Context: an optimization exercise on an open-source flow, tuned for small area, a short achievable clock period and few clock cycles per item. The choices shown serve that exercise and are no tape-out recipe.
No functional check of the RTL was part of any run shown here.

==> flow/design.v, too long to show whole: its modules and the start of the top module <==
// module pid_mc_core: 290 lines
// module mul_i: 1349 lines
// module mul_p: 821 lines
// module mul_d: 865 lines
module pid_mc_core #(
   parameter int                        W         = 16,
   parameter int                        FRAC      = 15,
   parameter int                        IACC_W    = 32,
   parameter int                        NCH       = 4,
   parameter logic signed [IACC_W-1:0]  I_ACC_MAX = 32'sh0FFFFFFF,
   parameter logic signed [IACC_W-1:0]  I_ACC_MIN = -32'sh10000000,
   parameter int                        DF_SHIFT  = 2,
   localparam int                       CH_W      = $clog2(NCH)
) (
   input  logic            clk,
   input  logic            rst_n,
   input  logic            in_valid,
   output logic            in_ready,
   input  logic [CH_W-1:0] in_ch,
   input  logic [W-1:0]    v_in,
   input  logic [W-1:0]    v_ref,
   input  logic            cfg_we,
   input  logic [CH_W-1:0] cfg_ch,
   input  logic [1:0]      cfg_sel,
   input  logic [W-1:0]    cfg_data,
   input  logic            ch_clr,
   input  logic [CH_W-1:0] ch_clr_id,
   output logic            out_valid,
   output logic [CH_W-1:0] out_ch,
   output logic [W-1:0]    u_out,
   output logic            u_sat
);
  // ...
==> flow/run.sh <==
#!/bin/bash
# synth_recipe.tcl (not shown) runs the flow's synth.tcl, then flattens the netlist and writes it again
# the make line also repeats each setting of config.mk as NAME=value (left out here)
make -C /OpenROAD-flow-scripts/flow DESIGN_CONFIG=/design/flow/config.mk WORK_HOME=/design/flow/orfs CLKGATE_MAP_FILE= SYNTH_SCRIPT=/design/flow/synth_recipe.tcl finish
==> flow/config.mk <==
export PLATFORM = sky130hd
export DESIGN_NAME = pid_mc_core
export DESIGN_NICKNAME = pid_mc_core
export VERILOG_FILES = /design/flow/design.v
export SDC_FILE = /design/flow/constraint.sdc
export NUM_CORES = 4
export LEC_CHECK = 0
export ABC_CLOCK_PERIOD_IN_PS = 4000
export CAP_MARGIN = 20
export CORE_MARGIN = 2
export CORE_UTILIZATION = 40
export SETUP_SLACK_MARGIN = 5
export SLEW_MARGIN = 20
==> flow/constraint.sdc <==
create_clock -name core_clock -period 10.0 [get_ports {clk}]
set_input_delay 2.0000 -clock core_clock [delete_from_list [all_inputs] [get_ports {clk}]]
set_output_delay 2.0000 -clock core_clock [all_outputs]
set_load 0.01 [all_outputs]
==> key figures, run 1 <==
Status
  • Status: no timing/DRC/antenna violations

Cells and area
  • FF/Latch Area: 0.0285 sq mm
  • Fraction of area in multi-input gates: 56.2%
  • Commonest cells after routing, fill and taps aside: nand2_1, a21oi_1, nor2_1
  • Fraction of layout cells with a size suffix above 1: 14.9%
  • Logic inverters: 656

GRT
  • First-pass GRT wire length: 445000 um
  • Met2 usage: 41.1%
  • Grt total ovfl: 0

Clocking
  • H-tree depth: 4

Logic synthesis
  • Synth Register Bits: 1221
  • Avg Inst Size Synth: 8.95 sq um
  • Cell Area, Synth: 0.0875 sq mm
  • Synth Area in Compound Gates: 21.5%
  • Synth unique cells: 93
  • Post-synthesis mux area share: 8.08%

Critical path
  • Crit path max-delay family: compound AO/OA/AOI/OAI gates
  • WS Path Type: reg -> reg
  • Critical path's slowest cell: fa_1
  • Flop-to-flop setup slack: 2.16 ns
  • WP depth: 46
  • Worst setup SP type: register
  • Setup crit end: s4_q[29]
  • Setup crit end kind: register

Placed design
  • Post-place instance area: 0.0906 sq mm

Min path
  • Hold_sp: s3_e[0]

Floorplan
  • FP Rows: 171

Timing
  • Worst Setup Slack, final: 2.16 ns
==> module pid_mc_core, before the edit <==
module pid_mc_core #(
   parameter int                        W         = 16,
   parameter int                        FRAC      = 15,
   parameter int                        IACC_W    = 32,
   parameter int                        NCH       = 4,
   parameter logic signed [IACC_W-1:0]  I_ACC_MAX = 32'sh0FFFFFFF,
   parameter logic signed [IACC_W-1:0]  I_ACC_MIN = -32'sh10000000,
   parameter int                        DF_SHIFT  = 2,
   localparam int                       CH_W      = $clog2(NCH)
) (
   input  logic            clk,
   input  logic            rst_n,
   input  logic            in_valid,
   output logic            in_ready,
   input  logic [CH_W-1:0] in_ch,
   input  logic [W-1:0]    v_in,
   input  logic [W-1:0]    v_ref,
   input  logic            cfg_we,
   input  logic [CH_W-1:0] cfg_ch,
   input  logic [1:0]      cfg_sel,
   input  logic [W-1:0]    cfg_data,
   input  logic            ch_clr,
   input  logic [CH_W-1:0] ch_clr_id,
   output logic            out_valid,
   output logic [CH_W-1:0] out_ch,
   output logic [W-1:0]    u_out,
   output logic            u_sat
);
   localparam int AW  = 29;
   localparam int EW  = W + 1;           
   localparam int DW  = W + 2;           
   localparam int MW  = AW + W;          
   localparam int PW  = EW + W;          
   localparam int QW  = DW + W;          
   localparam int PDW = 20;              
   localparam int SW  = MW - FRAC + 1;   
   localparam logic signed [AW-1:0] A_MAX = AW'(I_ACC_MAX);
   localparam logic signed [AW-1:0] A_MIN = AW'(I_ACC_MIN);
   logic                  accept;
   logic signed [EW-1:0]  e_in;
   logic                  s1_v;
   logic [CH_W-1:0]       s1_ch;
   logic signed [EW-1:0]  s1_e;
   logic                  cq_we;
   logic [CH_W-1:0]       cq_ch;
   logic [1:0]            cq_sel;
   logic [W-1:0]          cq_data;
   logic                  clq_en;
   logic [CH_W-1:0]       clq_id;
   logic [1:0]            age   [NCH];
   logic                  dirty [NCH];
   logic [1:0]            age_n   [NCH];
   logic                  dirty_n [NCH];
   logic                  block;
   assign accept = in_valid && in_ready;
   assign e_in   = $signed({v_ref[W-1], v_ref}) - $signed({v_in[W-1], v_in});
   always_comb begin
      block = 1'b0;
      for (int c = 0; c < NCH; c++) begin
         if (accept && in_ch == CH_W'(c))  age_n[c] = 2'd0;
         else if (age[c] != 2'd3)          age_n[c] = age[c] + 2'd1;
         else                              age_n[c] = 2'd3;
         if (cfg_we && cfg_sel == 2'd1 && cfg_ch == CH_W'(c)) dirty_n[c] = 1'b1;
         else if (accept && in_ch == CH_W'(c))                dirty_n[c] = 1'b0;
         else                                                 dirty_n[c] = dirty[c];
         if (dirty_n[c] && age_n[c] != 2'd3) block = 1'b1;
      end
   end
   always_ff @(posedge clk or negedge rst_n) begin
      if (!rst_n) begin
         in_ready <= 1'b0;
         s1_v     <= 1'b0;
         cq_we    <= 1'b0;
         clq_en   <= 1'b0;
         for (int c = 0; c < NCH; c++) begin
            age[c]   <= 2'd3;
            dirty[c] <= 1'b0;
         end
      end else begin
         in_ready <= !block;
         s1_v     <= accept;
         cq_we    <= cfg_we;
         clq_en   <= ch_clr;
         for (int c = 0; c < NCH; c++) begin
            age[c]   <= age_n[c];
            dirty[c] <= dirty_n[c];
         end
      end
   end
   always_ff @(posedge clk) begin
      s1_ch   <= in_ch;
      s1_e    <= e_in;
      cq_ch   <= cfg_ch;
      cq_sel  <= cfg_sel;
      cq_data <= cfg_data;
      clq_id  <= ch_clr_id;
   end
   logic signed [W-1:0]   kp_a [NCH];
   logic signed [W-1:0]   ki_a [NCH];
   logic signed [W-1:0]   kd_a [NCH];
   logic signed [EW-1:0]  ep_a [NCH];
   logic signed [AW-1:0]  ac_a [NCH];
   logic signed [MW-1:0]  pi_a [NCH];
   logic                  hd_a [NCH];
   logic                  hi_a [NCH];
   logic                  lo_a [NCH];
   logic                  s4_v;
   logic [CH_W-1:0]       s4_ch;
   logic signed [AW-1:0]  acc_new;
   logic signed [MW-1:0]  pi_new;
   logic                  hold, a_hi, a_lo;
   for (genvar c = 0; c < NCH; c++) begin : g_ch
      always_ff @(posedge clk or negedge rst_n) begin
         if (!rst_n) begin
            kp_a[c] <= '0;
            ki_a[c] <= '0;
            kd_a[c] <= '0;
         end else if (cq_we && cq_ch == CH_W'(c)) begin
            case (cq_sel)
               2'd0:    kp_a[c] <= cq_data;
               2'd1:    ki_a[c] <= cq_data;
               2'd2:    kd_a[c] <= cq_data;
               default: ;
            endcase
         end
      end
      always_ff @(posedge clk or negedge rst_n) begin
         if (!rst_n)                               ep_a[c] <= '0;
         else if (clq_en && clq_id == CH_W'(c))    ep_a[c] <= '0;
         else if (s1_v && s1_ch == CH_W'(c))       ep_a[c] <= s1_e;
      end
      always_ff @(posedge clk or negedge rst_n) begin
         if (!rst_n)                               ac_a[c] <= '0;
         else if (clq_en && clq_id == CH_W'(c))    ac_a[c] <= '0;
         else if (s4_v && s4_ch == CH_W'(c))       ac_a[c] <= acc_new;
      end
      always_ff @(posedge clk) begin
         if (s4_v && s4_ch == CH_W'(c)) begin
            pi_a[c] <= pi_new;
            hd_a[c] <= hold;
            hi_a[c] <= a_hi;
            lo_a[c] <= a_lo;
         end
      end
   end
   logic                  s2_v, s3_v;
   logic [CH_W-1:0]       s2_ch, s3_ch;
   logic signed [EW-1:0]  ep_r;
   logic signed [AW-1:0]  ac_r;
   logic                  fwd1;
   assign ep_r = ep_a[s1_ch];
   assign ac_r = ac_a[s1_ch];
   assign fwd1 = (s2_v && s2_ch == s1_ch) || (s3_v && s3_ch == s1_ch) ||
                 (s4_v && s4_ch == s1_ch);
   logic                  s2_fwd;
   logic signed [EW-1:0]  s2_e;
   logic signed [DW-1:0]  s2_df;
   logic signed [AW-1:0]  s2_mi;
   logic signed [W-1:0]   s2_kp, s2_ki, s2_kd;
   always_ff @(posedge clk or negedge rst_n) begin
      if (!rst_n) s2_v <= 1'b0;
      else        s2_v <= s1_v;
   end
   always_ff @(posedge clk) begin
      s2_ch  <= s1_ch;
      s2_fwd <= fwd1;
      s2_e   <= s1_e;
      s2_df  <= DW'(s1_e) - DW'(ep_r);
      s2_mi  <= fwd1 ? AW'(ep_r) : ac_r;
      s2_kp  <= kp_a[s1_ch];
      s2_ki  <= ki_a[s1_ch];
      s2_kd  <= kd_a[s1_ch];
   end
   logic [MW-1:0] mi_s, mi_c;
   logic [PW-1:0] mp_s, mp_c;
   logic [QW-1:0] md_s, md_c;
   mul_i u_mi (.a(s2_mi), .b(s2_ki), .ps(mi_s), .pc(mi_c));
   mul_p u_mp (.a(s2_e),  .b(s2_kp), .ps(mp_s), .pc(mp_c));
   mul_d u_md (.a(s2_df), .b(s2_kd), .ps(md_s), .pc(md_c));
   logic                  s3_fwd;
   logic signed [EW-1:0]  s3_e;
   logic signed [W-1:0]   s3_ki;
   logic [MW-1:0]         s3_mis, s3_mic;
   logic [PW-1:0]         s3_mps, s3_mpc;
   logic [QW-1:0]         s3_mds, s3_mdc;
   always_ff @(posedge clk or negedge rst_n) begin
      if (!rst_n) s3_v <= 1'b0;
      else        s3_v <= s2_v;
   end
   always_ff @(posedge clk) begin
      s3_ch  <= s2_ch;
      s3_fwd <= s2_fwd;
      s3_e   <= s2_e;
      s3_ki  <= s2_ki;
      s3_mis <= mi_s;
      s3_mic <= mi_c;
      s3_mps <= mp_s;
      s3_mpc <= mp_c;
      s3_mds <= md_s;
      s3_mdc <= md_c;
   end
   logic signed [MW-1:0]  m3;
   logic signed [PDW-1:0] pd3;
   logic signed [SW-1:0]  q3;
   logic                  cp, cd;
   logic [FRAC:0]         lp, ld;
   assign m3  = s3_mis + s3_mic;
   assign lp  = {1'b0, s3_mps[FRAC-1:0]} + {1'b0, s3_mpc[FRAC-1:0]};
   assign ld  = {1'b0, s3_mds[FRAC-1:0]} + {1'b0, s3_mdc[FRAC-1:0]};
   assign cp  = lp[FRAC];
   assign cd  = ld[FRAC];
   assign pd3 = PDW'($signed(s3_mps[PW-1:FRAC])) + PDW'($signed(s3_mpc[PW-1:FRAC])) +
                PDW'($signed(s3_mds[QW-1:FRAC])) + PDW'($signed(s3_mdc[QW-1:FRAC])) +
                PDW'(cp) + PDW'(cd);
   assign q3  = SW'(m3 >>> FRAC) + SW'(pd3);
   logic                  byp;
   logic signed [MW-1:0]  pi_r;
   logic signed [AW-1:0]  ac3_r;
   logic                  hd_r, hi_r, lo_r;
   assign byp   = s4_v && s4_ch == s3_ch;
   assign pi_r  = byp ? pi_new  : pi_a[s3_ch];
   assign ac3_r = byp ? acc_new : ac_a[s3_ch];
   assign hd_r  = byp ? hold    : hd_a[s3_ch];
   assign hi_r  = byp ? a_hi    : hi_a[s3_ch];
   assign lo_r  = byp ? a_lo    : lo_a[s3_ch];
   logic                  s4_fwd;
   logic signed [EW-1:0]  s4_e;
   logic signed [W-1:0]   s4_ki;
   logic signed [MW-1:0]  s4_m, s4_pp;
   logic signed [SW-1:0]  s4_q;
   logic signed [PDW-1:0] s4_pd;
   logic signed [AW-1:0]  s4_ac;
   logic                  s4_hd, s4_hi, s4_lo;
   always_ff @(posedge clk or negedge rst_n) begin
      if (!rst_n) s4_v <= 1'b0;
      else        s4_v <= s3_v;
   end
   always_ff @(posedge clk) begin
      s4_ch  <= s3_ch;
      s4_fwd <= s3_fwd;
      s4_e   <= s3_e;
      s4_ki  <= s3_ki;
      s4_m   <= m3;
      s4_q   <= q3;
      s4_pd  <= pd3;
      s4_pp  <= pi_r;
      s4_ac  <= ac3_r;
      s4_hd  <= hd_r;
      s4_hi  <= hi_r;
      s4_lo  <= lo_r;
   end
   logic signed [MW-1:0]  ki_max, ki_min;
   logic signed [SW-1:0]  s, s_h, s_mx, s_mn, s_nm;
   logic [FRAC:0]         lm;
   logic                  s_hi, s_lo, sat;
   logic signed [AW:0]    a_sum;
   logic [W-1:0]          u_n;
   assign ki_max = (MW'(s4_ki) <<< 28) - MW'(s4_ki);
   assign ki_min = -(MW'(s4_ki) <<< 28);
   assign lm   = {1'b0, s4_pp[FRAC-1:0]} + {1'b0, s4_m[FRAC-1:0]};
   assign s_nm = SW'(s4_pp >>> FRAC) + s4_q + SW'(lm[FRAC]);
   assign s_h  = SW'(s4_pp >>> FRAC) + SW'(s4_pd);
   assign s_mx = SW'(ki_max >>> FRAC) + SW'(s4_pd);
   assign s_mn = SW'(ki_min >>> FRAC) + SW'(s4_pd);
   always_comb begin
      if (!s4_fwd)    begin s = s4_q; pi_new = s4_m;          end
      else if (s4_hd) begin s = s_h;  pi_new = s4_pp;         end
      else if (s4_hi) begin s = s_mx; pi_new = ki_max;        end
      else if (s4_lo) begin s = s_mn; pi_new = ki_min;        end
      else            begin s = s_nm; pi_new = s4_pp + s4_m;  end
   end
   assign s_hi = (s > SW'(32767));
   assign s_lo = (s < -SW'(32768));
   assign sat  = s_hi || s_lo;
   assign u_n  = s_hi ? 16'h7FFF : s_lo ? 16'h8000 : s[W-1:0];
   assign hold = sat && (s4_e[EW-1] == s[SW-1]);
   assign a_sum   = (AW+1)'(s4_ac) + (AW+1)'(s4_e);
   assign a_hi    = (a_sum > (AW+1)'(A_MAX));
   assign a_lo    = (a_sum < (AW+1)'(A_MIN));
   assign acc_new = hold ? s4_ac : a_hi ? A_MAX : a_lo ? A_MIN : a_sum[AW-1:0];
   always_ff @(posedge clk or negedge rst_n) begin
      if (!rst_n) out_valid <= 1'b0;
      else        out_valid <= s4_v;
   end
   always_ff @(posedge clk) begin
      out_ch <= s4_ch;
      u_out  <= u_n;
      u_sat  <= sat;
   end
endmodule
==> module mul_p, before the edit <==
module mul_p (
   input  logic signed [16:0] a,
   input  logic signed [15:0] b,
   output logic [32:0] ps,
   output logic [32:0] pc
);
   logic w0;
   logic w1;
   logic w2;
   logic w3;
   logic w4;
   logic w5;
   logic w6;
   logic w7;
   logic w8;
   logic w9;
   logic w10;
   logic w11;
   logic w12;
   logic w13;
   logic w14;
   logic w15;
   logic w16;
   logic w17;
   logic w18;
   logic w19;
   logic w20;
   logic w21;
   logic w22;
   logic w23;
   logic w24;
   logic w25;
   logic w26;
   logic w27;
   logic w28;
   logic w29;
   logic w30;
   logic w31;
   logic w32;
   logic w33;
   logic w34;
   logic w35;
   logic w36;
   logic w37;
   logic w38;
   logic w39;
   logic w40;
   logic w41;
   logic w42;
   logic w43;
   logic w44;
   logic w45;
   logic w46;
   logic w47;
   logic w48;
   logic w49;
   logic w50;
   logic w51;
   logic w52;
   logic w53;
   logic w54;
   logic w55;
   logic w56;
   logic w57;
   logic w58;
   logic w59;
   logic w60;
   logic w61;
   logic w62;
   logic w63;
   logic w64;
   logic w65;
   logic w66;
   logic w67;
   logic w68;
   logic w69;
   logic w70;
   logic w71;
   logic w72;
   logic w73;
   logic w74;
   logic w75;
   logic w76;
   logic w77;
   logic w78;
   logic w79;
   logic w80;
   logic w81;
   logic w82;
   logic w83;
   logic w84;
   logic w85;
   logic w86;
   logic w87;
   logic w88;
   logic w89;
   logic w90;
   logic w91;
   logic w92;
   logic w93;
   logic w94;
   logic w95;
   logic w96;
   logic w97;
   logic w98;
   logic w99;
   logic w100;
   logic w101;
   logic w102;
   logic w103;
   logic w104;
   logic w105;
   logic w106;
   logic w107;
   logic w108;
   logic w109;
   logic w110;
   logic w111;
   logic w112;
   logic w113;
   logic w114;
   logic w115;
   logic w116;
   logic w117;
   logic w118;
   logic w119;
   logic w120;
   logic w121;
   logic w122;
   logic w123;
   logic w124;
   logic w125;
   logic w126;
   logic w127;
   logic w128;
   logic w129;
   logic w130;
   logic w131;
   logic w132;
   logic w133;
   logic w134;
   logic w135;
   logic w136;
   logic w137;
   logic w138;
   logic w139;
   logic w140;
   logic w141;
   logic w142;
   logic w143;
   logic w144;
   logic w145;
   logic w146;
   logic w147;
   logic w148;
   logic w149;
   logic w150;
   logic w151;
   logic w152;
   logic w153;
   logic w154;
   logic w155;
   logic w156;
   logic w157;
   logic w158;
   logic w159;
   logic w160;
   logic w161;
   logic w162;
   logic w163;
   logic w164;
   logic w165;
   logic w166;
   logic w167;
   logic w168;
   logic w169;
   logic w170;
   logic w171;
   logic w172;
   logic w173;
   logic w174;
   logic w175;
   logic w176;
   logic w177;
   logic w178;
   logic w179;
   logic w180;
   logic w181;
   logic w182;
   logic w183;
   logic w184;
   logic w185;
   logic w186;
   logic w187;
   logic w188;
   logic w189;
   logic w190;
   logic w191;
   logic w192;
   logic w193;
   logic w194;
   logic w195;
   logic w196;
   logic w197;
   logic w198;
   logic w199;
   logic w200;
   logic w201;
   logic w202;
   logic w203;
   logic w204;
   logic w205;
   logic w206;
   logic w207;
   logic w208;
   logic w209;
   logic w210;
   logic w211;
   logic w212;
   logic w213;
   logic w214;
   logic w215;
   logic w216;
   logic w217;
   logic w218;
   logic w219;
   logic w220;
   logic w221;
   logic w222;
   logic w223;
   logic w224;
   logic w225;
   logic w226;
   logic w227;
   logic w228;
   logic w229;
   logic w230;
   logic w231;
   logic w232;
   logic w233;
   logic w234;
   logic w235;
   logic w236;
   logic w237;
   logic w238;
   logic w239;
   logic w240;
   logic w241;
   logic w242;
   logic w243;
   logic w244;
   logic w245;
   logic w246;
   logic w247;
   logic w248;
   logic w249;
   logic w250;
   logic w251;
   logic w252;
   logic w253;
   logic w254;
   logic w255;
   logic w256;
   logic w257;
   logic w258;
   logic w259;
   logic w260;
   logic w261;
   logic w262;
   logic w263;
   logic w264;
   logic w265;
   logic w266;
   logic w267;
   logic w268;
   logic w269;
   logic w270;
   logic w271;
   logic w272;
   logic w273;
   logic w274;
   logic w275;
   logic w276;
   logic w277;
   logic w278;
   logic w279;
   logic w280;
   logic w281;
   logic w282;
   logic w283;
   logic w284;
   logic w285;
   logic w286;
   logic w287;
   logic w288;
   logic w289;
   logic w290;
   logic w291;
   logic w292;
   logic w293;
   logic w294;
   logic w295;
   logic w296;
   logic w297;
   logic w298;
   logic w299;
   logic w300;
   logic w301;
   logic w302;
   logic w303;
   logic w304;
   logic w305;
   logic w306;
   logic w307;
   logic w308;
   logic w309;
   logic w310;
   logic w311;
   logic w312;
   logic w313;
   logic w314;
   logic w315;
   logic w316;
   logic w317;
   logic w318;
   logic w319;
   logic w320;
   logic w321;
   logic w322;
   logic w323;
   logic w324;
   logic w325;
   logic w326;
   logic w327;
   logic w328;
   logic w329;
   logic w330;
   logic w331;
   logic w332;
   logic w333;
   logic w334;
   logic w335;
   logic w336;
   logic w337;
   logic w338;
   logic w339;
   logic w340;
   logic w341;
   logic w342;
   logic w343;
   logic w344;
   logic w345;
   logic w346;
   logic w347;
   logic w348;
   logic w349;
   logic w350;
   logic w351;
   logic w352;
   logic w353;
   logic w354;
   logic w355;
   logic w356;
   logic w357;
   logic w358;
   logic w359;
   logic w360;
   logic w361;
   logic w362;
   logic w363;
   logic w364;
   logic w365;
   logic w366;
   logic w367;
   logic w368;
   logic w369;
   logic w370;
   logic w371;
   logic w372;
   logic w373;
   logic w374;
   logic w375;
   logic w376;
   logic w377;
   logic w378;
   logic w379;
   logic w380;
   logic w381;
   logic w382;
   logic w383;
   logic w384;
   logic w385;
   logic w386;
   logic w387;
   logic w388;
   logic w389;
   logic w390;
   logic w391;
   logic w392;
   logic w393;
   logic w394;
   logic w395;
   logic w396;
   logic w397;
   logic w398;
   logic w399;
   logic w400;
   logic w401;
   logic w402;
   logic w403;
   logic w404;
   logic w405;
   assign w0 = b[0] ^ 1'b0;
   assign w1 = (b[1] & ~b[0] & ~1'b0) | (~b[1] & b[0] & 1'b0);
   assign w2 = (w0 & a[0]) ^ b[1];
   assign w3 = ((w0 & a[1]) | (w1 & a[0])) ^ b[1];
   assign w4 = ((w0 & a[2]) | (w1 & a[1])) ^ b[1];
   assign w5 = ((w0 & a[3]) | (w1 & a[2])) ^ b[1];
   assign w6 = ((w0 & a[4]) | (w1 & a[3])) ^ b[1];
   assign w7 = ((w0 & a[5]) | (w1 & a[4])) ^ b[1];
   assign w8 = ((w0 & a[6]) | (w1 & a[5])) ^ b[1];
   assign w9 = ((w0 & a[7]) | (w1 & a[6])) ^ b[1];
   assign w10 = ((w0 & a[8]) | (w1 & a[7])) ^ b[1];
   assign w11 = ((w0 & a[9]) | (w1 & a[8])) ^ b[1];
   assign w12 = ((w0 & a[10]) | (w1 & a[9])) ^ b[1];
   assign w13 = ((w0 & a[11]) | (w1 & a[10])) ^ b[1];
   assign w14 = ((w0 & a[12]) | (w1 & a[11])) ^ b[1];
   assign w15 = ((w0 & a[13]) | (w1 & a[12])) ^ b[1];
   assign w16 = ((w0 & a[14]) | (w1 & a[13])) ^ b[1];
   assign w17 = ((w0 & a[15]) | (w1 & a[14])) ^ b[1];
   assign w18 = ((w0 & a[16]) | (w1 & a[15])) ^ b[1];
   assign w19 = ((w0 & a[16]) | (w1 & a[16])) ^ b[1];
   assign w20 = ~w19;
   assign w21 = b[2] ^ b[1];
   assign w22 = (b[3] & ~b[2] & ~b[1]) | (~b[3] & b[2] & b[1]);
   assign w23 = (w21 & a[0]) ^ b[3];
   assign w24 = ((w21 & a[1]) | (w22 & a[0])) ^ b[3];
   assign w25 = ((w21 & a[2]) | (w22 & a[1])) ^ b[3];
   assign w26 = ((w21 & a[3]) | (w22 & a[2])) ^ b[3];
   assign w27 = ((w21 & a[4]) | (w22 & a[3])) ^ b[3];
   assign w28 = ((w21 & a[5]) | (w22 & a[4])) ^ b[3];
   assign w29 = ((w21 & a[6]) | (w22 & a[5])) ^ b[3];
   assign w30 = ((w21 & a[7]) | (w22 & a[6])) ^ b[3];
   assign w31 = ((w21 & a[8]) | (w22 & a[7])) ^ b[3];
   assign w32 = ((w21 & a[9]) | (w22 & a[8])) ^ b[3];
   assign w33 = ((w21 & a[10]) | (w22 & a[9])) ^ b[3];
   assign w34 = ((w21 & a[11]) | (w22 & a[10])) ^ b[3];
   assign w35 = ((w21 & a[12]) | (w22 & a[11])) ^ b[3];
   assign w36 = ((w21 & a[13]) | (w22 & a[12])) ^ b[3];
   assign w37 = ((w21 & a[14]) | (w22 & a[13])) ^ b[3];
   assign w38 = ((w21 & a[15]) | (w22 & a[14])) ^ b[3];
   assign w39 = ((w21 & a[16]) | (w22 & a[15])) ^ b[3];
   assign w40 = ((w21 & a[16]) | (w22 & a[16])) ^ b[3];
   assign w41 = ~w40;
   assign w42 = b[4] ^ b[3];
   assign w43 = (b[5] & ~b[4] & ~b[3]) | (~b[5] & b[4] & b[3]);
   assign w44 = (w42 & a[0]) ^ b[5];
   assign w45 = ((w42 & a[1]) | (w43 & a[0])) ^ b[5];
   assign w46 = ((w42 & a[2]) | (w43 & a[1])) ^ b[5];
   assign w47 = ((w42 & a[3]) | (w43 & a[2])) ^ b[5];
   assign w48 = ((w42 & a[4]) | (w43 & a[3])) ^ b[5];
   assign w49 = ((w42 & a[5]) | (w43 & a[4])) ^ b[5];
   assign w50 = ((w42 & a[6]) | (w43 & a[5])) ^ b[5];
   assign w51 = ((w42 & a[7]) | (w43 & a[6])) ^ b[5];
   assign w52 = ((w42 & a[8]) | (w43 & a[7])) ^ b[5];
   assign w53 = ((w42 & a[9]) | (w43 & a[8])) ^ b[5];
   assign w54 = ((w42 & a[10]) | (w43 & a[9])) ^ b[5];
   assign w55 = ((w42 & a[11]) | (w43 & a[10])) ^ b[5];
   assign w56 = ((w42 & a[12]) | (w43 & a[11])) ^ b[5];
   assign w57 = ((w42 & a[13]) | (w43 & a[12])) ^ b[5];
   assign w58 = ((w42 & a[14]) | (w43 & a[13])) ^ b[5];
   assign w59 = ((w42 & a[15]) | (w43 & a[14])) ^ b[5];
   assign w60 = ((w42 & a[16]) | (w43 & a[15])) ^ b[5];
   assign w61 = ((w42 & a[16]) | (w43 & a[16])) ^ b[5];
   assign w62 = ~w61;
   assign w63 = b[6] ^ b[5];
   assign w64 = (b[7] & ~b[6] & ~b[5]) | (~b[7] & b[6] & b[5]);
   assign w65 = (w63 & a[0]) ^ b[7];
   assign w66 = ((w63 & a[1]) | (w64 & a[0])) ^ b[7];
   assign w67 = ((w63 & a[2]) | (w64 & a[1])) ^ b[7];
   assign w68 = ((w63 & a[3]) | (w64 & a[2])) ^ b[7];
   assign w69 = ((w63 & a[4]) | (w64 & a[3])) ^ b[7];
   assign w70 = ((w63 & a[5]) | (w64 & a[4])) ^ b[7];
   assign w71 = ((w63 & a[6]) | (w64 & a[5])) ^ b[7];
   assign w72 = ((w63 & a[7]) | (w64 & a[6])) ^ b[7];
   assign w73 = ((w63 & a[8]) | (w64 & a[7])) ^ b[7];
   assign w74 = ((w63 & a[9]) | (w64 & a[8])) ^ b[7];
   assign w75 = ((w63 & a[10]) | (w64 & a[9])) ^ b[7];
   assign w76 = ((w63 & a[11]) | (w64 & a[10])) ^ b[7];
   assign w77 = ((w63 & a[12]) | (w64 & a[11])) ^ b[7];
   assign w78 = ((w63 & a[13]) | (w64 & a[12])) ^ b[7];
   assign w79 = ((w63 & a[14]) | (w64 & a[13])) ^ b[7];
   assign w80 = ((w63 & a[15]) | (w64 & a[14])) ^ b[7];
   assign w81 = ((w63 & a[16]) | (w64 & a[15])) ^ b[7];
   assign w82 = ((w63 & a[16]) | (w64 & a[16])) ^ b[7];
   assign w83 = ~w82;
   assign w84 = b[8] ^ b[7];
   assign w85 = (b[9] & ~b[8] & ~b[7]) | (~b[9] & b[8] & b[7]);
   assign w86 = (w84 & a[0]) ^ b[9];
   assign w87 = ((w84 & a[1]) | (w85 & a[0])) ^ b[9];
   assign w88 = ((w84 & a[2]) | (w85 & a[1])) ^ b[9];
   assign w89 = ((w84 & a[3]) | (w85 & a[2])) ^ b[9];
   assign w90 = ((w84 & a[4]) | (w85 & a[3])) ^ b[9];
   assign w91 = ((w84 & a[5]) | (w85 & a[4])) ^ b[9];
   assign w92 = ((w84 & a[6]) | (w85 & a[5])) ^ b[9];
   assign w93 = ((w84 & a[7]) | (w85 & a[6])) ^ b[9];
   assign w94 = ((w84 & a[8]) | (w85 & a[7])) ^ b[9];
   assign w95 = ((w84 & a[9]) | (w85 & a[8])) ^ b[9];
   assign w96 = ((w84 & a[10]) | (w85 & a[9])) ^ b[9];
   assign w97 = ((w84 & a[11]) | (w85 & a[10])) ^ b[9];
   assign w98 = ((w84 & a[12]) | (w85 & a[11])) ^ b[9];
   assign w99 = ((w84 & a[13]) | (w85 & a[12])) ^ b[9];
   assign w100 = ((w84 & a[14]) | (w85 & a[13])) ^ b[9];
   assign w101 = ((w84 & a[15]) | (w85 & a[14])) ^ b[9];
   assign w102 = ((w84 & a[16]) | (w85 & a[15])) ^ b[9];
   assign w103 = ((w84 & a[16]) | (w85 & a[16])) ^ b[9];
   assign w104 = ~w103;
   assign w105 = b[10] ^ b[9];
   assign w106 = (b[11] & ~b[10] & ~b[9]) | (~b[11] & b[10] & b[9]);
   assign w107 = (w105 & a[0]) ^ b[11];
   assign w108 = ((w105 & a[1]) | (w106 & a[0])) ^ b[11];
   assign w109 = ((w105 & a[2]) | (w106 & a[1])) ^ b[11];
   assign w110 = ((w105 & a[3]) | (w106 & a[2])) ^ b[11];
   assign w111 = ((w105 & a[4]) | (w106 & a[3])) ^ b[11];
   assign w112 = ((w105 & a[5]) | (w106 & a[4])) ^ b[11];
   assign w113 = ((w105 & a[6]) | (w106 & a[5])) ^ b[11];
   assign w114 = ((w105 & a[7]) | (w106 & a[6])) ^ b[11];
   assign w115 = ((w105 & a[8]) | (w106 & a[7])) ^ b[11];
   assign w116 = ((w105 & a[9]) | (w106 & a[8])) ^ b[11];
   assign w117 = ((w105 & a[10]) | (w106 & a[9])) ^ b[11];
   assign w118 = ((w105 & a[11]) | (w106 & a[10])) ^ b[11];
   assign w119 = ((w105 & a[12]) | (w106 & a[11])) ^ b[11];
   assign w120 = ((w105 & a[13]) | (w106 & a[12])) ^ b[11];
   assign w121 = ((w105 & a[14]) | (w106 & a[13])) ^ b[11];
   assign w122 = ((w105 & a[15]) | (w106 & a[14])) ^ b[11];
   assign w123 = ((w105 & a[16]) | (w106 & a[15])) ^ b[11];
   assign w124 = ((w105 & a[16]) | (w106 & a[16])) ^ b[11];
   assign w125 = ~w124;
   assign w126 = b[12] ^ b[11];
   assign w127 = (b[13] & ~b[12] & ~b[11]) | (~b[13] & b[12] & b[11]);
   assign w128 = (w126 & a[0]) ^ b[13];
   assign w129 = ((w126 & a[1]) | (w127 & a[0])) ^ b[13];
   assign w130 = ((w126 & a[2]) | (w127 & a[1])) ^ b[13];
   assign w131 = ((w126 & a[3]) | (w127 & a[2])) ^ b[13];
   assign w132 = ((w126 & a[4]) | (w127 & a[3])) ^ b[13];
   assign w133 = ((w126 & a[5]) | (w127 & a[4])) ^ b[13];
   assign w134 = ((w126 & a[6]) | (w127 & a[5])) ^ b[13];
   assign w135 = ((w126 & a[7]) | (w127 & a[6])) ^ b[13];
   assign w136 = ((w126 & a[8]) | (w127 & a[7])) ^ b[13];
   assign w137 = ((w126 & a[9]) | (w127 & a[8])) ^ b[13];
   assign w138 = ((w126 & a[10]) | (w127 & a[9])) ^ b[13];
   assign w139 = ((w126 & a[11]) | (w127 & a[10])) ^ b[13];
   assign w140 = ((w126 & a[12]) | (w127 & a[11])) ^ b[13];
   assign w141 = ((w126 & a[13]) | (w127 & a[12])) ^ b[13];
   assign w142 = ((w126 & a[14]) | (w127 & a[13])) ^ b[13];
   assign w143 = ((w126 & a[15]) | (w127 & a[14])) ^ b[13];
   assign w144 = ((w126 & a[16]) | (w127 & a[15])) ^ b[13];
   assign w145 = ((w126 & a[16]) | (w127 & a[16])) ^ b[13];
   assign w146 = ~w145;
   assign w147 = b[14] ^ b[13];
   assign w148 = (b[15] & ~b[14] & ~b[13]) | (~b[15] & b[14] & b[13]);
   assign w149 = (w147 & a[0]) ^ b[15];
   assign w150 = ((w147 & a[1]) | (w148 & a[0])) ^ b[15];
   assign w151 = ((w147 & a[2]) | (w148 & a[1])) ^ b[15];
   assign w152 = ((w147 & a[3]) | (w148 & a[2])) ^ b[15];
   assign w153 = ((w147 & a[4]) | (w148 & a[3])) ^ b[15];
   assign w154 = ((w147 & a[5]) | (w148 & a[4])) ^ b[15];
   assign w155 = ((w147 & a[6]) | (w148 & a[5])) ^ b[15];
   assign w156 = ((w147 & a[7]) | (w148 & a[6])) ^ b[15];
   assign w157 = ((w147 & a[8]) | (w148 & a[7])) ^ b[15];
   assign w158 = ((w147 & a[9]) | (w148 & a[8])) ^ b[15];
   assign w159 = ((w147 & a[10]) | (w148 & a[9])) ^ b[15];
   assign w160 = ((w147 & a[11]) | (w148 & a[10])) ^ b[15];
   assign w161 = ((w147 & a[12]) | (w148 & a[11])) ^ b[15];
   assign w162 = ((w147 & a[13]) | (w148 & a[12])) ^ b[15];
   assign w163 = ((w147 & a[14]) | (w148 & a[13])) ^ b[15];
   assign w164 = ((w147 & a[15]) | (w148 & a[14])) ^ b[15];
   assign w165 = ((w147 & a[16]) | (w148 & a[15])) ^ b[15];
   assign w166 = ((w147 & a[16]) | (w148 & a[16])) ^ b[15];
   assign w167 = ~w166;
   assign w168 = w12 ^ w31;
   assign w169 = w12 & w31;
   assign w170 = w13 ^ w32;
   assign w171 = w13 & w32;
   assign w172 = w14 ^ w33 ^ w52;
   assign w173 = (w14 & w33) | (w14 & w52) | (w33 & w52);
   assign w174 = w71 ^ w90;
   assign w175 = w71 & w90;
   assign w176 = w15 ^ w34 ^ w53;
   assign w177 = (w15 & w34) | (w15 & w53) | (w34 & w53);
   assign w178 = w72 ^ w91;
   assign w179 = w72 & w91;
   assign w180 = w16 ^ w35 ^ w54;
   assign w181 = (w16 & w35) | (w16 & w54) | (w35 & w54);
   assign w182 = w73 ^ w92 ^ w111;
   assign w183 = (w73 & w92) | (w73 & w111) | (w92 & w111);
   assign w184 = w130 ^ w149;
   assign w185 = w130 & w149;
   assign w186 = w17 ^ w36 ^ w55;
   assign w187 = (w17 & w36) | (w17 & w55) | (w36 & w55);
   assign w188 = w74 ^ w93 ^ w112;
   assign w189 = (w74 & w93) | (w74 & w112) | (w93 & w112);
   assign w190 = w131 ^ w150;
   assign w191 = w131 & w150;
   assign w192 = w18 ^ w37 ^ w56;
   assign w193 = (w18 & w37) | (w18 & w56) | (w37 & w56);
   assign w194 = w75 ^ w94 ^ w113;
   assign w195 = (w75 & w94) | (w75 & w113) | (w94 & w113);
   assign w196 = w132 ^ w151;
   assign w197 = w132 & w151;
   assign w198 = w20 ^ w38 ^ w57;
   assign w199 = (w20 & w38) | (w20 & w57) | (w38 & w57);
   assign w200 = w76 ^ w95 ^ w114;
   assign w201 = (w76 & w95) | (w76 & w114) | (w95 & w114);
   assign w202 = w133 ^ w152 ^ 1'b1;
   assign w203 = (w133 & w152) | (w133 & 1'b1) | (w152 & 1'b1);
   assign w204 = w39 ^ w58 ^ w77;
   assign w205 = (w39 & w58) | (w39 & w77) | (w58 & w77);
   assign w206 = w96 ^ w115 ^ w134;
   assign w207 = (w96 & w115) | (w96 & w134) | (w115 & w134);
   assign w208 = w153 ^ 1'b1;
   assign w209 = w153 & 1'b1;
   assign w210 = w41 ^ w59 ^ w78;
   assign w211 = (w41 & w59) | (w41 & w78) | (w59 & w78);
   assign w212 = w97 ^ w116 ^ w135;
   assign w213 = (w97 & w116) | (w97 & w135) | (w116 & w135);
   assign w214 = w60 ^ w79 ^ w98;
   assign w215 = (w60 & w79) | (w60 & w98) | (w79 & w98);
   assign w216 = w117 ^ w136;
   assign w217 = w117 & w136;
   assign w218 = w62 ^ w80 ^ w99;
   assign w219 = (w62 & w80) | (w62 & w99) | (w80 & w99);
   assign w220 = w81 ^ w100;
   assign w221 = w81 & w100;
   assign w222 = w8 ^ w27;
   assign w223 = w8 & w27;
   assign w224 = w9 ^ w28;
   assign w225 = w9 & w28;
   assign w226 = w10 ^ w29 ^ w48;
   assign w227 = (w10 & w29) | (w10 & w48) | (w29 & w48);
   assign w228 = w67 ^ w86;
   assign w229 = w67 & w86;
   assign w230 = w11 ^ w30 ^ w49;
   assign w231 = (w11 & w30) | (w11 & w49) | (w30 & w49);
   assign w232 = w68 ^ w87;
   assign w233 = w68 & w87;
   assign w234 = w168 ^ w50 ^ w69;
   assign w235 = (w168 & w50) | (w168 & w69) | (w50 & w69);
   assign w236 = w88 ^ w107 ^ b[11];
   assign w237 = (w88 & w107) | (w88 & b[11]) | (w107 & b[11]);
   assign w238 = w170 ^ w51 ^ w70;
   assign w239 = (w170 & w51) | (w170 & w70) | (w51 & w70);
   assign w240 = w89 ^ w108 ^ w169;
   assign w241 = (w89 & w108) | (w89 & w169) | (w108 & w169);
   assign w242 = w172 ^ w174 ^ w109;
   assign w243 = (w172 & w174) | (w172 & w109) | (w174 & w109);
   assign w244 = w128 ^ b[13] ^ w171;
   assign w245 = (w128 & b[13]) | (w128 & w171) | (b[13] & w171);
   assign w246 = w176 ^ w178 ^ w110;
   assign w247 = (w176 & w178) | (w176 & w110) | (w178 & w110);
   assign w248 = w129 ^ w173 ^ w175;
   assign w249 = (w129 & w173) | (w129 & w175) | (w173 & w175);
   assign w250 = w180 ^ w182 ^ w184;
   assign w251 = (w180 & w182) | (w180 & w184) | (w182 & w184);
   assign w252 = b[15] ^ w177 ^ w179;
   assign w253 = (b[15] & w177) | (b[15] & w179) | (w177 & w179);
   assign w254 = w186 ^ w188 ^ w190;
   assign w255 = (w186 & w188) | (w186 & w190) | (w188 & w190);
   assign w256 = w181 ^ w183 ^ w185;
   assign w257 = (w181 & w183) | (w181 & w185) | (w183 & w185);
   assign w258 = w192 ^ w194 ^ w196;
   assign w259 = (w192 & w194) | (w192 & w196) | (w194 & w196);
   assign w260 = w187 ^ w189 ^ w191;
   assign w261 = (w187 & w189) | (w187 & w191) | (w189 & w191);
   assign w262 = w198 ^ w200 ^ w202;
   assign w263 = (w198 & w200) | (w198 & w202) | (w200 & w202);
   assign w264 = w193 ^ w195 ^ w197;
   assign w265 = (w193 & w195) | (w193 & w197) | (w195 & w197);
   assign w266 = w204 ^ w206 ^ w208;
   assign w267 = (w204 & w206) | (w204 & w208) | (w206 & w208);
   assign w268 = w199 ^ w201 ^ w203;
   assign w269 = (w199 & w201) | (w199 & w203) | (w201 & w203);
   assign w270 = w210 ^ w212 ^ w154;
   assign w271 = (w210 & w212) | (w210 & w154) | (w212 & w154);
   assign w272 = w205 ^ w207 ^ w209;
   assign w273 = (w205 & w207) | (w205 & w209) | (w207 & w209);
   assign w274 = w214 ^ w216 ^ w155;
   assign w275 = (w214 & w216) | (w214 & w155) | (w216 & w155);
   assign w276 = 1'b1 ^ w211 ^ w213;
   assign w277 = (1'b1 & w211) | (1'b1 & w213) | (w211 & w213);
   assign w278 = w218 ^ w118 ^ w137;
   assign w279 = (w218 & w118) | (w218 & w137) | (w118 & w137);
   assign w280 = w156 ^ w215 ^ w217;
   assign w281 = (w156 & w215) | (w156 & w217) | (w215 & w217);
   assign w282 = w220 ^ w119 ^ w138;
   assign w283 = (w220 & w119) | (w220 & w138) | (w119 & w138);
   assign w284 = w157 ^ 1'b1 ^ w219;
   assign w285 = (w157 & 1'b1) | (w157 & w219) | (1'b1 & w219);
   assign w286 = w83 ^ w101 ^ w120;
   assign w287 = (w83 & w101) | (w83 & w120) | (w101 & w120);
   assign w288 = w139 ^ w158 ^ w221;
   assign w289 = (w139 & w158) | (w139 & w221) | (w158 & w221);
   assign w290 = w102 ^ w121 ^ w140;
   assign w291 = (w102 & w121) | (w102 & w140) | (w121 & w140);
   assign w292 = w159 ^ 1'b1;
   assign w293 = w159 & 1'b1;
   assign w294 = w104 ^ w122 ^ w141;
   assign w295 = (w104 & w122) | (w104 & w141) | (w122 & w141);
   assign w296 = w123 ^ w142;
   assign w297 = w123 & w142;
   assign w298 = w6 ^ w25;
   assign w299 = w6 & w25;
   assign w300 = w7 ^ w26;
   assign w301 = w7 & w26;
   assign w302 = w222 ^ w46 ^ w65;
   assign w303 = (w222 & w46) | (w222 & w65) | (w46 & w65);
   assign w304 = w224 ^ w47 ^ w66;
   assign w305 = (w224 & w47) | (w224 & w66) | (w47 & w66);
   assign w306 = w226 ^ w228 ^ b[9];
   assign w307 = (w226 & w228) | (w226 & b[9]) | (w228 & b[9]);
   assign w308 = w230 ^ w232 ^ w227;
   assign w309 = (w230 & w232) | (w230 & w227) | (w232 & w227);
   assign w310 = w234 ^ w236 ^ w231;
   assign w311 = (w234 & w236) | (w234 & w231) | (w236 & w231);
   assign w312 = w238 ^ w240 ^ w235;
   assign w313 = (w238 & w240) | (w238 & w235) | (w240 & w235);
   assign w314 = w242 ^ w244 ^ w239;
   assign w315 = (w242 & w244) | (w242 & w239) | (w244 & w239);
   assign w316 = w246 ^ w248 ^ w243;
   assign w317 = (w246 & w248) | (w246 & w243) | (w248 & w243);
   assign w318 = w250 ^ w252 ^ w247;
   assign w319 = (w250 & w252) | (w250 & w247) | (w252 & w247);
   assign w320 = w254 ^ w256 ^ w251;
   assign w321 = (w254 & w256) | (w254 & w251) | (w256 & w251);
   assign w322 = w258 ^ w260 ^ w255;
   assign w323 = (w258 & w260) | (w258 & w255) | (w260 & w255);
   assign w324 = w262 ^ w264 ^ w259;
   assign w325 = (w262 & w264) | (w262 & w259) | (w264 & w259);
   assign w326 = w266 ^ w268 ^ w263;
   assign w327 = (w266 & w268) | (w266 & w263) | (w268 & w263);
   assign w328 = w270 ^ w272 ^ w267;
   assign w329 = (w270 & w272) | (w270 & w267) | (w272 & w267);
   assign w330 = w274 ^ w276 ^ w271;
   assign w331 = (w274 & w276) | (w274 & w271) | (w276 & w271);
   assign w332 = w278 ^ w280 ^ w275;
   assign w333 = (w278 & w280) | (w278 & w275) | (w280 & w275);
   assign w334 = w282 ^ w284 ^ w279;
   assign w335 = (w282 & w284) | (w282 & w279) | (w284 & w279);
   assign w336 = w286 ^ w288 ^ w283;
   assign w337 = (w286 & w288) | (w286 & w283) | (w288 & w283);
   assign w338 = w290 ^ w292 ^ w287;
   assign w339 = (w290 & w292) | (w290 & w287) | (w292 & w287);
   assign w340 = w294 ^ w160 ^ w291;
   assign w341 = (w294 & w160) | (w294 & w291) | (w160 & w291);
   assign w342 = w296 ^ w161 ^ 1'b1;
   assign w343 = (w296 & w161) | (w296 & 1'b1) | (w161 & 1'b1);
   assign w344 = w125 ^ w143 ^ w162;
   assign w345 = (w125 & w143) | (w125 & w162) | (w143 & w162);
   assign w346 = w144 ^ w163;
   assign w347 = w144 & w163;
   assign w348 = w4 ^ w23;
   assign w349 = w4 & w23;
   assign w350 = w5 ^ w24;
   assign w351 = w5 & w24;
   assign w352 = w298 ^ w44 ^ b[5];
   assign w353 = (w298 & w44) | (w298 & b[5]) | (w44 & b[5]);
   assign w354 = w300 ^ w45 ^ w299;
   assign w355 = (w300 & w45) | (w300 & w299) | (w45 & w299);
   assign w356 = w302 ^ b[7] ^ w301;
   assign w357 = (w302 & b[7]) | (w302 & w301) | (b[7] & w301);
   assign w358 = w304 ^ w223 ^ w303;
   assign w359 = (w304 & w223) | (w304 & w303) | (w223 & w303);
   assign w360 = w306 ^ w225 ^ w305;
   assign w361 = (w306 & w225) | (w306 & w305) | (w225 & w305);
   assign w362 = w308 ^ w229 ^ w307;
   assign w363 = (w308 & w229) | (w308 & w307) | (w229 & w307);
   assign w364 = w310 ^ w233 ^ w309;
   assign w365 = (w310 & w233) | (w310 & w309) | (w233 & w309);
   assign w366 = w312 ^ w237 ^ w311;
   assign w367 = (w312 & w237) | (w312 & w311) | (w237 & w311);
   assign w368 = w314 ^ w241 ^ w313;
   assign w369 = (w314 & w241) | (w314 & w313) | (w241 & w313);
   assign w370 = w316 ^ w245 ^ w315;
   assign w371 = (w316 & w245) | (w316 & w315) | (w245 & w315);
   assign w372 = w318 ^ w249 ^ w317;
   assign w373 = (w318 & w249) | (w318 & w317) | (w249 & w317);
   assign w374 = w320 ^ w253 ^ w319;
   assign w375 = (w320 & w253) | (w320 & w319) | (w253 & w319);
   assign w376 = w322 ^ w257 ^ w321;
   assign w377 = (w322 & w257) | (w322 & w321) | (w257 & w321);
   assign w378 = w324 ^ w261 ^ w323;
   assign w379 = (w324 & w261) | (w324 & w323) | (w261 & w323);
   assign w380 = w326 ^ w265 ^ w325;
   assign w381 = (w326 & w265) | (w326 & w325) | (w265 & w325);
   assign w382 = w328 ^ w269 ^ w327;
   assign w383 = (w328 & w269) | (w328 & w327) | (w269 & w327);
   assign w384 = w330 ^ w273 ^ w329;
   assign w385 = (w330 & w273) | (w330 & w329) | (w273 & w329);
   assign w386 = w332 ^ w277 ^ w331;
   assign w387 = (w332 & w277) | (w332 & w331) | (w277 & w331);
   assign w388 = w334 ^ w281 ^ w333;
   assign w389 = (w334 & w281) | (w334 & w333) | (w281 & w333);
   assign w390 = w336 ^ w285 ^ w335;
   assign w391 = (w336 & w285) | (w336 & w335) | (w285 & w335);
   assign w392 = w338 ^ w289 ^ w337;
   assign w393 = (w338 & w289) | (w338 & w337) | (w289 & w337);
   assign w394 = w340 ^ w293 ^ w339;
   assign w395 = (w340 & w293) | (w340 & w339) | (w293 & w339);
   assign w396 = w342 ^ w295 ^ w341;
   assign w397 = (w342 & w295) | (w342 & w341) | (w295 & w341);
   assign w398 = w344 ^ w297 ^ w343;
   assign w399 = (w344 & w297) | (w344 & w343) | (w297 & w343);
   assign w400 = w346 ^ 1'b1 ^ w345;
   assign w401 = (w346 & 1'b1) | (w346 & w345) | (1'b1 & w345);
   assign w402 = w146 ^ w164 ^ w347;
   assign w403 = (w146 & w164) | (w146 & w347) | (w164 & w347);
   assign w404 = w165 ^ 1'b1;
   assign w405 = w165 & 1'b1;
   assign ps = {1'b1, w167, w404, w402, w400, w398, w396, w394, w392, w390, w388, w386, w384, w382, w380, w378, w376, w374, w372, w370, w368, w366, w364, w362, w360, w358, w356, w354, w352, w350, w348, w3, w2};
   assign pc = {1'b0, w405, w403, w401, w399, w397, w395, w393, w391, w389, w387, w385, w383, w381, w379, w377, w375, w373, w371, w369, w367, w365, w363, w361, w359, w357, w355, w353, w351, w349, b[3], 1'b0, b[1]};
endmodule
==> inputs of run 2 (changes only) <==
--- a/flow/design.v
+++ b/flow/design.v
@@ -167,108 +167,122 @@
       s2_e   <= s1_e;
       s2_df  <= DW'(s1_e) - DW'(ep_r);
       s2_mi  <= fwd1 ? AW'(ep_r) : ac_r;
       s2_kp  <= kp_a[s1_ch];
       s2_ki  <= ki_a[s1_ch];
       s2_kd  <= kd_a[s1_ch];
    end
    logic [MW-1:0] mi_s, mi_c;
-   logic [PW-1:0] mp_s, mp_c;
-   logic [QW-1:0] md_s, md_c;
+   logic [34:0]   mp_s, mp_c;
+   logic [34:0]   md_s, md_c;
    mul_i u_mi (.a(s2_mi), .b(s2_ki), .ps(mi_s), .pc(mi_c));
    mul_p u_mp (.a(s2_e),  .b(s2_kp), .ps(mp_s), .pc(mp_c));
    mul_d u_md (.a(s2_df), .b(s2_kd), .ps(md_s), .pc(md_c));
    logic                  s3_fwd;
    logic signed [EW-1:0]  s3_e;
    logic signed [W-1:0]   s3_ki;
    logic [MW-1:0]         s3_mis, s3_mic;
-   logic [PW-1:0]         s3_mps, s3_mpc;
-   logic [QW-1:0]         s3_mds, s3_mdc;
+   logic [34:0]           s3_mps, s3_mpc;
+   logic [34:0]           s3_mds, s3_mdc;
    always_ff @(posedge clk or negedge rst_n) begin
       if (!rst_n) s3_v <= 1'b0;
       else        s3_v <= s2_v;
    end
    always_ff @(posedge clk) begin
       s3_ch  <= s2_ch;
       s3_fwd <= s2_fwd;
       s3_e   <= s2_e;
       s3_ki  <= s2_ki;
       s3_mis <= mi_s;
       s3_mic <= mi_c;
       s3_mps <= mp_s;
       s3_mpc <= mp_c;
       s3_mds <= md_s;
       s3_mdc <= md_c;
    end
+   localparam int CW = 35;
    logic signed [MW-1:0]  m3;
    logic signed [PDW-1:0] pd3;
-   logic signed [SW-1:0]  q3;
    logic                  cp, cd;
    logic [FRAC:0]         lp, ld;
+   logic [PDW-1:0]        r0, r1, r2, r3, t0, t1, u0, u1;
    assign m3  = s3_mis + s3_mic;
    assign lp  = {1'b0, s3_mps[FRAC-1:0]} + {1'b0, s3_mpc[FRAC-1:0]};
    assign ld  = {1'b0, s3_mds[FRAC-1:0]} + {1'b0, s3_mdc[FRAC-1:0]};
    assign cp  = lp[FRAC];
    assign cd  = ld[FRAC];
-   assign pd3 = PDW'($signed(s3_mps[PW-1:FRAC])) + PDW'($signed(s3_mpc[PW-1:FRAC])) +
-                PDW'($signed(s3_mds[QW-1:FRAC])) + PDW'($signed(s3_mdc[QW-1:FRAC])) +
-                PDW'(cp) + PDW'(cd);
-   assign q3  = SW'(m3 >>> FRAC) + SW'(pd3);
+   assign r0  = s3_mps[CW-1:FRAC];
+   assign r1  = s3_mpc[CW-1:FRAC];
+   assign r2  = s3_mds[CW-1:FRAC];
+   assign r3  = s3_mdc[CW-1:FRAC];
+   assign t0  = r0 ^ r1 ^ r2;
+   assign t1  = {(r0[PDW-2:0] & r1[PDW-2:0]) | (r0[PDW-2:0] & r2[PDW-2:0]) |
+                 (r1[PDW-2:0] & r2[PDW-2:0]), cp};
+   assign u0  = t0 ^ t1 ^ r3;
+   assign u1  = {(t0[PDW-2:0] & t1[PDW-2:0]) | (t0[PDW-2:0] & r3[PDW-2:0]) |
+                 (t1[PDW-2:0] & r3[PDW-2:0]), cd};
+   assign pd3 = u0 + u1;
    logic                  byp;
    logic signed [MW-1:0]  pi_r;
    logic signed [AW-1:0]  ac3_r;
    logic                  hd_r, hi_r, lo_r;
    assign byp   = s4_v && s4_ch == s3_ch;
    assign pi_r  = byp ? pi_new  : pi_a[s3_ch];
    assign ac3_r = byp ? acc_new : ac_a[s3_ch];
    assign hd_r  = byp ? hold    : hd_a[s3_ch];
    assign hi_r  = byp ? a_hi    : hi_a[s3_ch];
    assign lo_r  = byp ? a_lo    : lo_a[s3_ch];
    logic                  s4_fwd;
    logic signed [EW-1:0]  s4_e;
    logic signed [W-1:0]   s4_ki;
    logic signed [MW-1:0]  s4_m, s4_pp;
-   logic signed [SW-1:0]  s4_q;
    logic signed [PDW-1:0] s4_pd;
    logic signed [AW-1:0]  s4_ac;
    logic                  s4_hd, s4_hi, s4_lo;
    always_ff @(posedge clk or negedge rst_n) begin
       if (!rst_n) s4_v <= 1'b0;
       else        s4_v <= s3_v;
    end
    always_ff @(posedge clk) begin
       s4_ch  <= s3_ch;
       s4_fwd <= s3_fwd;
       s4_e   <= s3_e;
       s4_ki  <= s3_ki;
       s4_m   <= m3;
-      s4_q   <= q3;
       s4_pd  <= pd3;
       s4_pp  <= pi_r;
       s4_ac  <= ac3_r;
       s4_hd  <= hd_r;
       s4_hi  <= hi_r;
       s4_lo  <= lo_r;
    end
    logic signed [MW-1:0]  ki_max, ki_min;
-   logic signed [SW-1:0]  s, s_h, s_mx, s_mn, s_nm;
+   logic signed [SW-1:0]  s, s_h, s_mx, s_mn, s_nm, s_nf;
    logic [FRAC:0]         lm;
    logic                  s_hi, s_lo, sat;
    logic signed [AW:0]    a_sum;
    logic [W-1:0]          u_n;
    assign ki_max = (MW'(s4_ki) <<< 28) - MW'(s4_ki);
    assign ki_min = -(MW'(s4_ki) <<< 28);
+   logic signed [SW-1:0]  x0, x1, x2, y0, y1;
    assign lm   = {1'b0, s4_pp[FRAC-1:0]} + {1'b0, s4_m[FRAC-1:0]};
-   assign s_nm = SW'(s4_pp >>> FRAC) + s4_q + SW'(lm[FRAC]);
-   assign s_h  = SW'(s4_pp >>> FRAC) + SW'(s4_pd);
-   assign s_mx = SW'(ki_max >>> FRAC) + SW'(s4_pd);
-   assign s_mn = SW'(ki_min >>> FRAC) + SW'(s4_pd);
+   assign x0   = SW'(s4_pp >>> FRAC);
+   assign x1   = SW'(s4_m >>> FRAC);
+   assign x2   = SW'(s4_pd);
+   assign y0   = x0 ^ x1 ^ x2;
+   assign y1   = {(x0[SW-2:0] & x1[SW-2:0]) | (x0[SW-2:0] & x2[SW-2:0]) |
+                  (x1[SW-2:0] & x2[SW-2:0]), 1'b0};
+   assign s_nm = y0 + y1 + SW'(lm[FRAC]);
+   assign s_nf = x1 + x2;
+   assign s_h  = x0 + x2;
+   assign s_mx = SW'(ki_max >>> FRAC) + x2;
+   assign s_mn = SW'(ki_min >>> FRAC) + x2;
    always_comb begin
-      if (!s4_fwd)    begin s = s4_q; pi_new = s4_m;          end
+      if (!s4_fwd)    begin s = s_nf; pi_new = s4_m;          end
       else if (s4_hd) begin s = s_h;  pi_new = s4_pp;         end
       else if (s4_hi) begin s = s_mx; pi_new = ki_max;        end
       else if (s4_lo) begin s = s_mn; pi_new = ki_min;        end
       else            begin s = s_nm; pi_new = s4_pp + s4_m;  end
    end
    assign s_hi = (s > SW'(32767));
    assign s_lo = (s < -SW'(32768));
    assign sat  = s_hi || s_lo;
@@ -1635,18 +1649,18 @@
    assign w668 = w261 ^ 1'b1;
    assign w669 = w261 & 1'b1;
    assign ps = {1'b1, w263, w668, w666, w664, w662, w660, w658, w656, w654, w652, w650, w648, w646, w644, w642, w640, w638, w636, w634, w632, w630, w628, w626, w624, w622, w620, w618, w616, w614, w612, w610, w608, w606, w604, w602, w600, w598, w596, w594, w592, w590, w588, w3, w2};
    assign pc = {1'b0, w669, w667, w665, w663, w661, w659, w657, w655, w653, w651, w649, w647, w645, w643, w641, w639, w637, w635, w633, w631, w629, w627, w625, w623, w621, w619, w617, w615, w613, w611, w609, w607, w605, w603, w601, w599, w597, w595, w593, w591, w589, b[3], 1'b0, b[1]};
 endmodule
 module mul_p (
    input  logic signed [16:0] a,
    input  logic signed [15:0] b,
-   output logic [32:0] ps,
-   output logic [32:0] pc
+   output logic [34:0] ps,
+   output logic [34:0] pc
 );
    logic w0;
    logic w1;
    logic w2;
    logic w3;
    logic w4;
    logic w5;
    logic w6;
@@ -2450,24 +2464,24 @@
    assign w398 = w344 ^ w297 ^ w343;
    assign w399 = (w344 & w297) | (w344 & w343) | (w297 & w343);
    assign w400 = w346 ^ 1'b1 ^ w345;
    assign w401 = (w346 & 1'b1) | (w346 & w345) | (1'b1 & w345);
    assign w402 = w146 ^ w164 ^ w347;
    assign w403 = (w146 & w164) | (w146 & w347) | (w164 & w347);
    assign w404 = w165 ^ 1'b1;
    assign w405 = w165 & 1'b1;
-   assign ps = {1'b1, w167, w404, w402, w400, w398, w396, w394, w392, w390, w388, w386, w384, w382, w380, w378, w376, w374, w372, w370, w368, w366, w364, w362, w360, w358, w356, w354, w352, w350, w348, w3, w2};
-   assign pc = {1'b0, w405, w403, w401, w399, w397, w395, w393, w391, w389, w387, w385, w383, w381, w379, w377, w375, w373, w371, w369, w367, w365, w363, w361, w359, w357, w355, w353, w351, w349, b[3], 1'b0, b[1]};
+   assign ps = {1'b1, 1'b1, 1'b1, w167, w404, w402, w400, w398, w396, w394, w392, w390, w388, w386, w384, w382, w380, w378, w376, w374, w372, w370, w368, w366, w364, w362, w360, w358, w356, w354, w352, w350, w348, w3, w2};
+   assign pc = {1'b0, 1'b0, 1'b0, w405, w403, w401, w399, w397, w395, w393, w391, w389, w387, w385, w383, w381, w379, w377, w375, w373, w371, w369, w367, w365, w363, w361, w359, w357, w355, w353, w351, w349, b[3], 1'b0, b[1]};
 endmodule
 module mul_d (
    input  logic signed [17:0] a,
    input  logic signed [15:0] b,
-   output logic [33:0] ps,
-   output logic [33:0] pc
+   output logic [34:0] ps,
+   output logic [34:0] pc
 );
    logic w0;
    logic w1;
    logic w2;
    logic w3;
    logic w4;
    logic w5;
    logic w6;
@@ -3315,11 +3329,11 @@
    assign w420 = w364 ^ w315 ^ w363;
    assign w421 = (w364 & w315) | (w364 & w363) | (w315 & w363);
    assign w422 = w366 ^ 1'b1 ^ w365;
    assign w423 = (w366 & 1'b1) | (w366 & w365) | (1'b1 & w365);
    assign w424 = w153 ^ w172 ^ w367;
    assign w425 = (w153 & w172) | (w153 & w367) | (w172 & w367);
    assign w426 = w173 ^ 1'b1;
    assign w427 = w173 & 1'b1;
-   assign ps = {1'b1, w175, w426, w424, w422, w420, w418, w416, w414, w412, w410, w408, w406, w404, w402, w400, w398, w396, w394, w392, w390, w388, w386, w384, w382, w380, w378, w376, w374, w372, w370, w368, w3, w2};
-   assign pc = {1'b0, w427, w425, w423, w421, w419, w417, w415, w413, w411, w409, w407, w405, w403, w401, w399, w397, w395, w393, w391, w389, w387, w385, w383, w381, w379, w377, w375, w373, w371, w369, b[3], 1'b0, b[1]};
+   assign ps = {1'b1, 1'b1, w175, w426, w424, w422, w420, w418, w416, w414, w412, w410, w408, w406, w404, w402, w400, w398, w396, w394, w392, w390, w388, w386, w384, w382, w380, w378, w376, w374, w372, w370, w368, w3, w2};
+   assign pc = {1'b0, 1'b0, w427, w425, w423, w421, w419, w417, w415, w413, w411, w409, w407, w405, w403, w401, w399, w397, w395, w393, w391, w389, w387, w385, w383, w381, w379, w377, w375, w373, w371, w369, b[3], 1'b0, b[1]};
 endmodule
==> flow/config.mk (replaced) <==
export PLATFORM = sky130hd
export DESIGN_NAME = pid_mc_core
export DESIGN_NICKNAME = pid_mc_core
export VERILOG_FILES = /design/flow/design.v
export SDC_FILE = /design/flow/constraint.sdc
export NUM_CORES = 4
export LEC_CHECK = 0
export ABC_AREA = 1
export CAP_MARGIN = 20
export CORE_MARGIN = 2
export CORE_UTILIZATION = 40
export SETUP_SLACK_MARGIN = 5
export SLEW_MARGIN = 20
==> run 2 against run 1 <==
Wire length shrank 4.9%. Worst setup slack better by 3.0 ns. Critical path type unchanged. Highest routed layer unchanged. Worst hold slack gained 0.00055 ns. Clock skew decreased by 0.0041 ns.
==> key figures, run 2 <==
Status
  • Status: no timing/DRC/antenna violations

Timing
  • Skew final: 0.0496 ns
  • Achievable frequency: 0.205 GHz
  • Final setup TNS: 0 ns
  • Crit share post-route: 48.9%
  • RSZ-0062 raised after global routing: false
  • Slew Limit Fails: 0
  • Max_slew headroom: 24.2%
  • Final setup fails: 0
  • Worst-Margin Slew: 1.14 ns
  • Worst Setup Slack, final: 5.11 ns (+2.95 ns)
  • Hold Fails Final Rpt: 0
  • Period minus WS final: 4.89 ns

Floorplan
  • Initial Util: 40.2%
  • Die height: 452 um
  • CORE AREA: 0.200 sq mm
  • I/O pin count: 82
  • Die area: 0.204 sq mm
  • DIE WIDTH: 452 um
  • FP Rows: 164 (-4.1%)

Cells and area
  • Biggest register: pi_a
  • Largest regs: pi_a x180, ac_a x116, ep_a x68
  • Finished Layout Cells: 12700
  • Area Overhead vs Synth: 10.8%
  • Most common cell after layout, fill and taps aside: nand2_1
  • Max FFs per register: 180
  • Commonest cells after routing, fill and taps aside: nand2_1, inv_1, xor2_1
  • Nets: 10900
  • # fillers: 19700
  • Utilization after layout: 44.6%
  • Fraction of layout cells with a size suffix above 1: 5.40% (-9.5 points)

Detailed routing
  • Routed wire length per instance: 22.2 um
  • DRT Wirelength: 282000 um
  • DRC viols: 0
  • Routed Antenna Nets: 0
  • Drt first-iter violations: 6961
  • Via density: 5.54
  • Drt pass-1 iters: 8
  • Vias: 70400

Clocking
  • CTS Sinks: 1190
  • Clk latency of the worst-skew pair: 0.80 ns
  • CTS tree: built
  • Clk buf depth: 3
  • Clock Tree Root: clkbuf_16
  • H-tree depth: 4 (unchanged)
  • Clock transition at the registers of the reported paths: 0.06 ns
  • Num CTS Buffers: 132
  • Hold_buf cts: 0

Placed design
  • Post-DP HPWL: 206000 um
  • # port buffers: 81
  • RePlAce Congestion: 1.03
  • Inst Count DP: 12400
  • Dpl ws: 3.61 ns

Logic synthesis
  • Synth unique cells: 58 (-38%)
  • Ranking of synthesized cells by area: dfxtp_1, dfrtp_1, nand2_1
  • Seq/Total Area, Yosys: 34.6%
  • FFs w/ async S/R, synth: 33.3%
  • Post-Syn Nets: 11000
  • Synth area leader: dfxtp_1
  • Most common cell in the netlist: nand2_1
  • Share of the synthesized area in the top cell type: 15.0%
  • Ys Warns: 14
  • Avg Inst Size Synth: 8.00 sq um (-11%)
  • Cell Area, Synth: 0.0803 sq mm (-8.3%)
  • Post-synth EDFFs: 193
  • Commonest cells post-synth: nand2_1, inv_1, xor2_1
  • Primary FF master, synth: dfxtp_1
  • Mapped Cells: 10000
  • Synth Register Bits: 1190 (-2.5%)

Critical path
  • Reg2Reg Depth: 12
  • Flop-to-flop setup slack: 5.11 ns (+2.95 ns)
  • Worst R2R Start: s2_ki[15]
  • Setup crit end kind: register
  • R2R Path End: s3_mis[24]
  • Worst setup SP type: register
  • WS Path Type: reg -> reg
  • Arr. time, crit path: 5.58 ns
  • Worst-path fanout max: 23
  • Critical Path RT: 10.69 ns

GRT
  • Initial antenna violation count: 7
  • Largest net degree at the start of global routing: 154
  • GRT Total Usage: 27.0%
  • Grt total ovfl: 0 (unchanged)
  • Vias in the first global route: 68700
  • First-pass GRT wire length: 424000 um (-4.7%)

Min path
  • Worst Hold Depth: 0
  • Hold EP: s4_ki[14]
  • Hold Path Class: reg -> reg
  • Hold_sp: s3_ki[14]

Run
  • Max cap viols: 0
[run 2: metal layers]
layer | vias to the layer above | GRT usage (%) | routed length (um)
met1 | 34000 | 35.6 | 117000
li1 | 32800 | - | -
met5 | - | 0 | 13
met3 | 586 | 4.07 | 21900
met4 | 2 | 12.1 | 14100
met2 | 3060 | 44.0 | 129000
[run 2: worst max path at each step]
stage,startpoint,end,slack (ns),depth (start not counted)
3_3_place_gp,s4_ki[15],ac_a[3][0],3.58,31
2_1_floorplan,s4_ch[0],ac_a[1][19],4.99,8
4_1_cts,s4_ki[15],ac_a[0][22],5.00,28
5_1_grt,s4_ki[15],u_out[13],4.97,32
6_report,s2_ki[15],s3_mis[24],5.11,12
3_5_place_dp,s4_ki[15],ac_a[3][6],3.61,30
[run 2: timing repair]
action	in CTS	in global routing
gates cloned	4	2
setup endpoints to repair	167	178
pin swaps	3	12
gates resized for setup	15	71
buffers inserted	11	4
[run 2: logic make-up (layout without fill, tap and decap cells)]
logic type | after synthesis | count (layout) | synth area share (%)
DFF | 1190 | 1190 | 34.6
muxes | 1 | 1 | 0.0125
xor gates and xnor gates | 655 | 655 | 7.15
other | 1 | 4 | 0.00467
buffers and inverters | 1748 | 1751 | 8.31
adders and majority gates | 856 | 856 | 17.3
and+or+nand+nor | 3673 | 3677 | 18.9
AOI/OAI and AO/OA | 1910 | 1910 | 13.8
[run 2: worst max-delay path: stages (launching register included)]
cell and delay, ns:
dfxtp_1 0.30, buf_4 0.42, clkinv_1 0.78, o21ai_2 0.52
buf_4 0.40, o22ai_1 0.19, xor2_1 0.20, ha_1 0.29
inv_1 0.05, fa_1 0.48, inv_1 0.06, fa_1 0.52
fa_1 0.50
[run 2: stage by stage]
step                      hold slack [ns]  instance area, sq um
final                               0.324                 89000
after CTS                           0.326                 88500
after global placement              0.310                 83600
after floorplan                     0.310                 80300
after global routing                0.329                 89000
after detailed placement            0.312                 83600
[run 2: cell type report]
type / count / area, sq um / area share [%]
well taps: 2656 / 3320 / 3.74
inverters: 1315 / 4940 / 5.55
multi-input cells: 7100 / 46500 / 52.3
clock inverters: 61 / 868 / 0.976
clock buffers: 181 / 3800 / 4.27
diodes: 3 / 7.51 / 0.00844
repair buffers: 192 / 1730 / 1.94
repair inverters: 2 / 15.0 / 0.0169
flip-flops and latches: 1190 / 27800 / 31.2

[re-timing with driven ports]
The results above use ideal ports. As a check the final layouts listed here were re-extracted and re-timed, cells and wires unchanged.
Step 1, drivers: a clkbuf_16 drives clk and a buf_2 each remaining input, both assumed.
Step 2, shift: input delay + t, output delay - t, t = (earliest + latest rising clock arrival at the registers) / 2. This alone moves slack from input paths to output paths.
a / b / c = ideal ports / drivers / drivers and shift; a / b = the first two.
run | t (ns) | setup WS [ns] | clock arrival spread, ns
run 1 | 0.873 | 2.163 / 2.163 / 2.163 | 0.055 / 0.055
run 2 | 0.866 | 5.114 / 5.114 / 5.114 | 0.070 / 0.070
After both steps setup and hold are still met in every run listed.
